This design comes from an exercise in tuning for small area and a short achievable clock period on the open sky130 flow, not from production work.
RTL that was checked went through simulation tests only; none was proved equivalent to the original.
Power is estimated from default activity; no workload was simulated. The flow treats the clock pin as an ideal source, which a real chip does not have.

run M:
Design voice_recorder_top, start of the top module:
module voice_recorder_top
(
  input  logic           clock,
  input  logic           reset,
  input  logic           sample_strobe,
  input  voice_recorder_pkg::sample_t        mic_sample,
  input  voice_recorder_pkg::buttons_t       buttons,
  output voice_recorder_pkg::sample_t        audio_out,
  output voice_recorder_pkg::volume_t        volume,
  output logic           codec_reset_b,
  output voice_recorder_pkg::codec_command_t command
);
  logic playback;
  logic [5:0] slot;
  button_debouncer i_playback_debouncer (
    .clock (clock),
    .reset (reset),
    .noisy (buttons.playback),
    .clean (playback)
  );
  volume_control i_volume_control (
    .clock  (clock),
    .reset  (reset),
    .up     (buttons.up),
    .down   (buttons.down),
    .volume (volume)
  );
  codec_control i_codec_control (
    .clock         (clock),
    .reset         (reset),
    .sample_strobe (sample_strobe),
    .volume        (volume),
    .slot          (slot),
    .codec_reset_b (codec_reset_b),
    .command       (command)
  );
  recorder i_recorder (
    .clock         (clock),
    .reset         (reset),
    .sample_strobe (sample_strobe),
    .mic_sample    (mic_sample),
    .playback      (playback),
    .audio_out     (audio_out),
    .slot          (slot)
  );
endmodule
Size in the first run: ~8100 cells after synthesis, roughly 7300 flip-flops, about 53 I/O pins, roughly 150000 sq um of cells after synthesis.
Settings: LEC_CHECK=0, CAP_MARGIN=20, CORE_MARGIN=2, CORE_UTILIZATION=50, CTS_CLUSTER_DIAMETER=80, CTS_CLUSTER_SIZE=30, SLEW_MARGIN=20; clock period 10.0 ns.
standard.sh (not shown) runs the stock make flow with config.mk's settings and CLKGATE_MAP_FILE= SYNTH_SCRIPT=/design/flow/synth_recipe.tcl, a recipe that flattens the netlist after the stock synthesis.
==> flow/flow/run.sh <==
#!/bin/bash
# Standard ORFS layout with buf_4 port buffers and a setup repair target tighter than the clock.
set -euo pipefail
bash standard.sh \
  BUFFER_PORTS_ARGS="-buffer_cell sky130_fd_sc_hd__buf_4" \
  SETUP_SLACK_MARGIN=6.8 \
  finish > standard.log 2>&1
Edits applied to the flow inputs when going from run M to run Z:
==> flow/flow/run.sh <==
#!/bin/bash
# Standard ORFS layout with buf_4 port buffers, a setup repair target tighter than the
# clock, and clock tree synthesis without dummy balancing loads.
set -euo pipefail
bash standard.sh \
  BUFFER_PORTS_ARGS="-buffer_cell sky130_fd_sc_hd__buf_4" \
  SETUP_SLACK_MARGIN=6.6 \
  CTS_ARGS="-sink_clustering_enable -repair_clock_nets -sink_clustering_size 30 -sink_clustering_max_diameter 80 -dont_use_dummy_load" \
  finish > standard.log 2>&1
[summary]
- Final worst-path cycle share (higher): run M
- Comparing run M and run Z, the higher worst hold slack was measured on run M.
- | number of buffers inserted by post-CTS setup repair | run Z vs run M | 2 lower |
- | number of nets in the layout | run Z vs run M | ≈ equal |
- Routed wire in run Z totals more than in run M.
- Relative to run M, the final cell area reported for run Z is lower.
- Diff run M and run Z: global routing met1 resource utilization higher in run Z
- Share of total power in sequential cells (lower): run M
- Per the comparison of run Z with run M, sequential share of layout area +0.60 points; worst setup slack rose 0.029 ns; via count comparable.

---

run a:
voice_recorder_top, a different RTL version from the one above (not shown whole).
Size: about 8300 cells after synthesis, ~7300 flip-flops, about 53 I/O pins.
// voice_recorder_top
module voice_recorder_top
(
  input  logic           clock,
  input  logic           reset,
  input  logic           sample_strobe,
  input  voice_recorder_pkg::sample_t        mic_sample,
  input  voice_recorder_pkg::buttons_t       buttons,
  output voice_recorder_pkg::sample_t        audio_out,
  output voice_recorder_pkg::volume_t        volume,
  output logic           codec_reset_b,
  output voice_recorder_pkg::codec_command_t command
);
  logic playback;
  logic [5:0] slot;
  button_debouncer i_playback_debouncer (
    .clock (clock),
    .reset (reset),
    .noisy (buttons.playback),
    .clean (playback)
  );
  volume_control i_volume_control (
    .clock  (clock),
    .reset  (reset),
    .up     (buttons.up),
    .down   (buttons.down),
    .volume (volume)
  );
  codec_control i_codec_control (
    .clock         (clock),
    .reset         (reset),
    .sample_strobe (sample_strobe),
    .volume        (volume),
    .slot          (slot),
    .codec_reset_b (codec_reset_b),
    .command       (command)
  );
  recorder i_recorder (
    .clock         (clock),
    .reset         (reset),
    .sample_strobe (sample_strobe),
    .mic_sample    (mic_sample),
    .playback      (playback),
    .audio_out     (audio_out),
    .slot          (slot)
  );
endmodule
==> flow/config.mk <==
export PLATFORM = sky130hd
export DESIGN_NAME = voice_recorder_top
export DESIGN_NICKNAME = voice_recorder_top
export VERILOG_FILES = /design/flow/design.v
export SDC_FILE = /design/flow/constraint.sdc
export NUM_CORES = 4
export LEC_CHECK = 0
export CAP_MARGIN = 20
export CORE_MARGIN = 2
export CORE_UTILIZATION = 50
export CTS_CLUSTER_DIAMETER = 80
export CTS_CLUSTER_SIZE = 30
export SLEW_MARGIN = 20
==> flow/constraint.sdc <==
create_clock -name core_clock -period 10.0 [get_ports {clock}]
set_input_delay 2.0000 -clock core_clock [delete_from_list [all_inputs] [get_ports {clock}]]
set_output_delay 2.0000 -clock core_clock [all_outputs]
set_load 0.01 [all_outputs]
==> flow/flow/run.sh <==
#!/bin/bash
# Standard ORFS layout with buf_4 port buffers, a setup repair target tighter than the
# clock, and clock tree synthesis without dummy balancing loads.
set -euo pipefail
bash standard.sh \
  BUFFER_PORTS_ARGS="-buffer_cell sky130_fd_sc_hd__buf_4" \
  SETUP_SLACK_MARGIN=6.6 \
  CTS_ARGS="-sink_clustering_enable -repair_clock_nets -sink_clustering_size 34 -sink_clustering_max_diameter 80 -dont_use_dummy_load" \
  finish > standard.log 2>&1
## Diff of input files: run b against run a
diff --git a/flow/flow/run.sh b/flow/flow/run.sh
--- a/flow/flow/run.sh
+++ b/flow/flow/run.sh
@@ -7,3 +7,3 @@
   SETUP_SLACK_MARGIN=6.6 \
-  CTS_ARGS="-sink_clustering_enable -repair_clock_nets -sink_clustering_size 34 -sink_clustering_max_diameter 80 -dont_use_dummy_load" \
+  CTS_ARGS="-sink_clustering_enable -repair_clock_nets -sink_clustering_size 30 -sink_clustering_max_diameter 80 -dont_use_dummy_load" \
   finish > standard.log 2>&1
[summary]
- Post-synthesis to final-layout area growth was lower in the run labelled run a.
- Run b: total power about 1.3% above run a
- Run b and run a ended up with roughly the same portion of the layout cell area used by non-clock buffers.
- Final critical delay including setup and external delays across run b and run a: no real change.
- Between run b and run a, the first-iteration DRC count is higher for run a.
- The clock latency on the worst-skew pair on run b is in line with that on run a.

---

Another version of the RTL of voice_recorder_top (not shown whole).
Size: ~8200 cells after synthesis, about 7300 flip-flops, ~53 I/O pins.
Design voice_recorder_top, start of the top module:
module voice_recorder_top
(
  input  logic           clock,
  input  logic           reset,
  input  logic           sample_strobe,
  input  voice_recorder_pkg::sample_t        mic_sample,
  input  voice_recorder_pkg::buttons_t       buttons,
  output voice_recorder_pkg::sample_t        audio_out,
  output voice_recorder_pkg::volume_t        volume,
  output logic           codec_reset_b,
  output voice_recorder_pkg::codec_command_t command
);
Settings: LEC_CHECK=0, CAP_MARGIN=20, CORE_MARGIN=2, CORE_UTILIZATION=50, CTS_CLUSTER_DIAMETER=80, CTS_CLUSTER_SIZE=30, SLEW_MARGIN=20; clock period 10.0 ns.
==> flow/flow/run.sh <==
#!/bin/bash
# Standard ORFS layout with buf_4 port buffers and a setup repair target tighter than the clock.
set -euo pipefail
bash standard.sh \
  BUFFER_PORTS_ARGS="-buffer_cell sky130_fd_sc_hd__buf_4" \
  SETUP_SLACK_MARGIN=6.8 \
  finish > standard.log 2>&1
Then changed:
==> flow/run.sh (new file) <==
#!/bin/bash
# synth_recipe.tcl (not shown) runs the flow's synth.tcl, then flattens the netlist and writes it again
# the make line also repeats each setting of config.mk as NAME=value (left out here)
make -C /OpenROAD-flow-scripts/flow DESIGN_CONFIG=/design/flow/config.mk WORK_HOME=/design/flow/orfs CLKGATE_MAP_FILE= SYNTH_SCRIPT=/design/flow/synth_recipe.tcl finish
removed: flow/flow/run.sh
removed: flow/standard.sh
Outcome: The changed run completed with no timing, DRC or antenna violations. Cell area stays flat. Die area is unchanged. Non-clock buffer count goes down by 16.
No functional check of the RTL was part of any run of this note.

---

the baseline:
voice_recorder_top, a different RTL version from the one above (not shown whole).
Size in the first run: roughly 7400 flip-flops, ~150000 um2 of cells after synthesis.
Design voice_recorder_top, start of the top module:
module voice_recorder_top
(
  input  logic           clock,
  input  logic           reset,
  input  logic           sample_strobe,
  input  voice_recorder_pkg::sample_t        mic_sample,
  input  voice_recorder_pkg::buttons_t       buttons,
  output voice_recorder_pkg::sample_t        audio_out,
  output voice_recorder_pkg::volume_t        volume,
  output logic           codec_reset_b,
  output voice_recorder_pkg::codec_command_t command
);
export LEC_CHECK = 0
export CAP_MARGIN = 20
export CORE_MARGIN = 2
export CORE_UTILIZATION = 70
export CTS_CLUSTER_DIAMETER = 70
export CTS_CLUSTER_SIZE = 25
export PLACE_DENSITY = 0.8
export SLEW_MARGIN = 20
create_clock -name core_clock -period 10.0 [get_ports {clock}]
==> flow/flow/run.sh <==
#!/bin/bash
# Standard ORFS layout with buf_4 port buffers and a setup repair target tighter than the clock.
set -euo pipefail
bash standard.sh \
  BUFFER_PORTS_ARGS="-buffer_cell sky130_fd_sc_hd__buf_4" \
  SETUP_SLACK_MARGIN=6.8 \
  finish > standard.log 2>&1
#### Input delta (the candidate over the baseline)
Settings: CTS_CLUSTER_SIZE changed from 25 to 30; PLACE_DENSITY removed (was 0.8); CORE_UTILIZATION changed from 70 to 50; CTS_CLUSTER_DIAMETER changed from 70 to 80.
==> comparison <==
The candidate -> the baseline: worst hold slack flat
Going from the baseline to the candidate, total length of routed wires went down, part of the total power dissipated in the clock network lost 2.5 points.
When the candidate is set beside the baseline, its net switching power turns out to be 7.2% smaller.
On the candidate: met2 wire length is 51% lower than what the baseline gave.
Diff the candidate..the baseline | flip-flop and latch share of the layout cell area | negligible
Max-slew violation count came out exactly the same in the baseline and the candidate.
For post-synthesis to final-layout area growth, the candidate and the baseline come out practically identical.

afterwards: timing with drivers on the ports:
No port has a modelled driver above. Below, the same layouts with a new extraction and two added sets of constraints.
Step 1: set_driving_cell puts a clkbuf_16 on clock and a buf_2 on each other input, an assumption about the parent block.
Step 2 moves the port delays by t, midway between the first and last clock arrival at a register: inputs arrive t later, outputs are due t later. That takes back most of the time a late clock gives input paths.
a / b / c = ideal / step 1 / step 2; a / b = the first two.
run | t (ns) | slack for setup (ns) | latest minus earliest clock arrival (ns)
run M | 0.982 | 6.610 / 6.519 / 6.166 | 0.075 / 0.075
run Z | 0.930 | 6.640 / 6.548 / 6.166 | 0.136 / 0.137
run a | 0.946 | 6.625 / 6.529 / 5.981 | 0.116 / 0.116
run b | 0.957 | 6.627 / 6.536 / 5.976 | 0.115 / 0.116
the first run of note 3 | 0.970 | 6.582 / 6.493 / 6.034 | 0.051 / 0.051
the second run of note 3 | 0.986 | 5.825 / 5.729 / 5.269 | 0.056 / 0.056
the baseline | 1.020 | 6.573 / 6.480 / 6.501 | 0.098 / 0.097
the candidate | 0.971 | 6.618 / 6.531 / 6.497 | 0.053 / 0.052
After both steps setup and hold are still met in every run listed. For run b, which loses most, drivers alone change the setup slack by -0.091 ns; drivers and shift together by -0.651 ns.
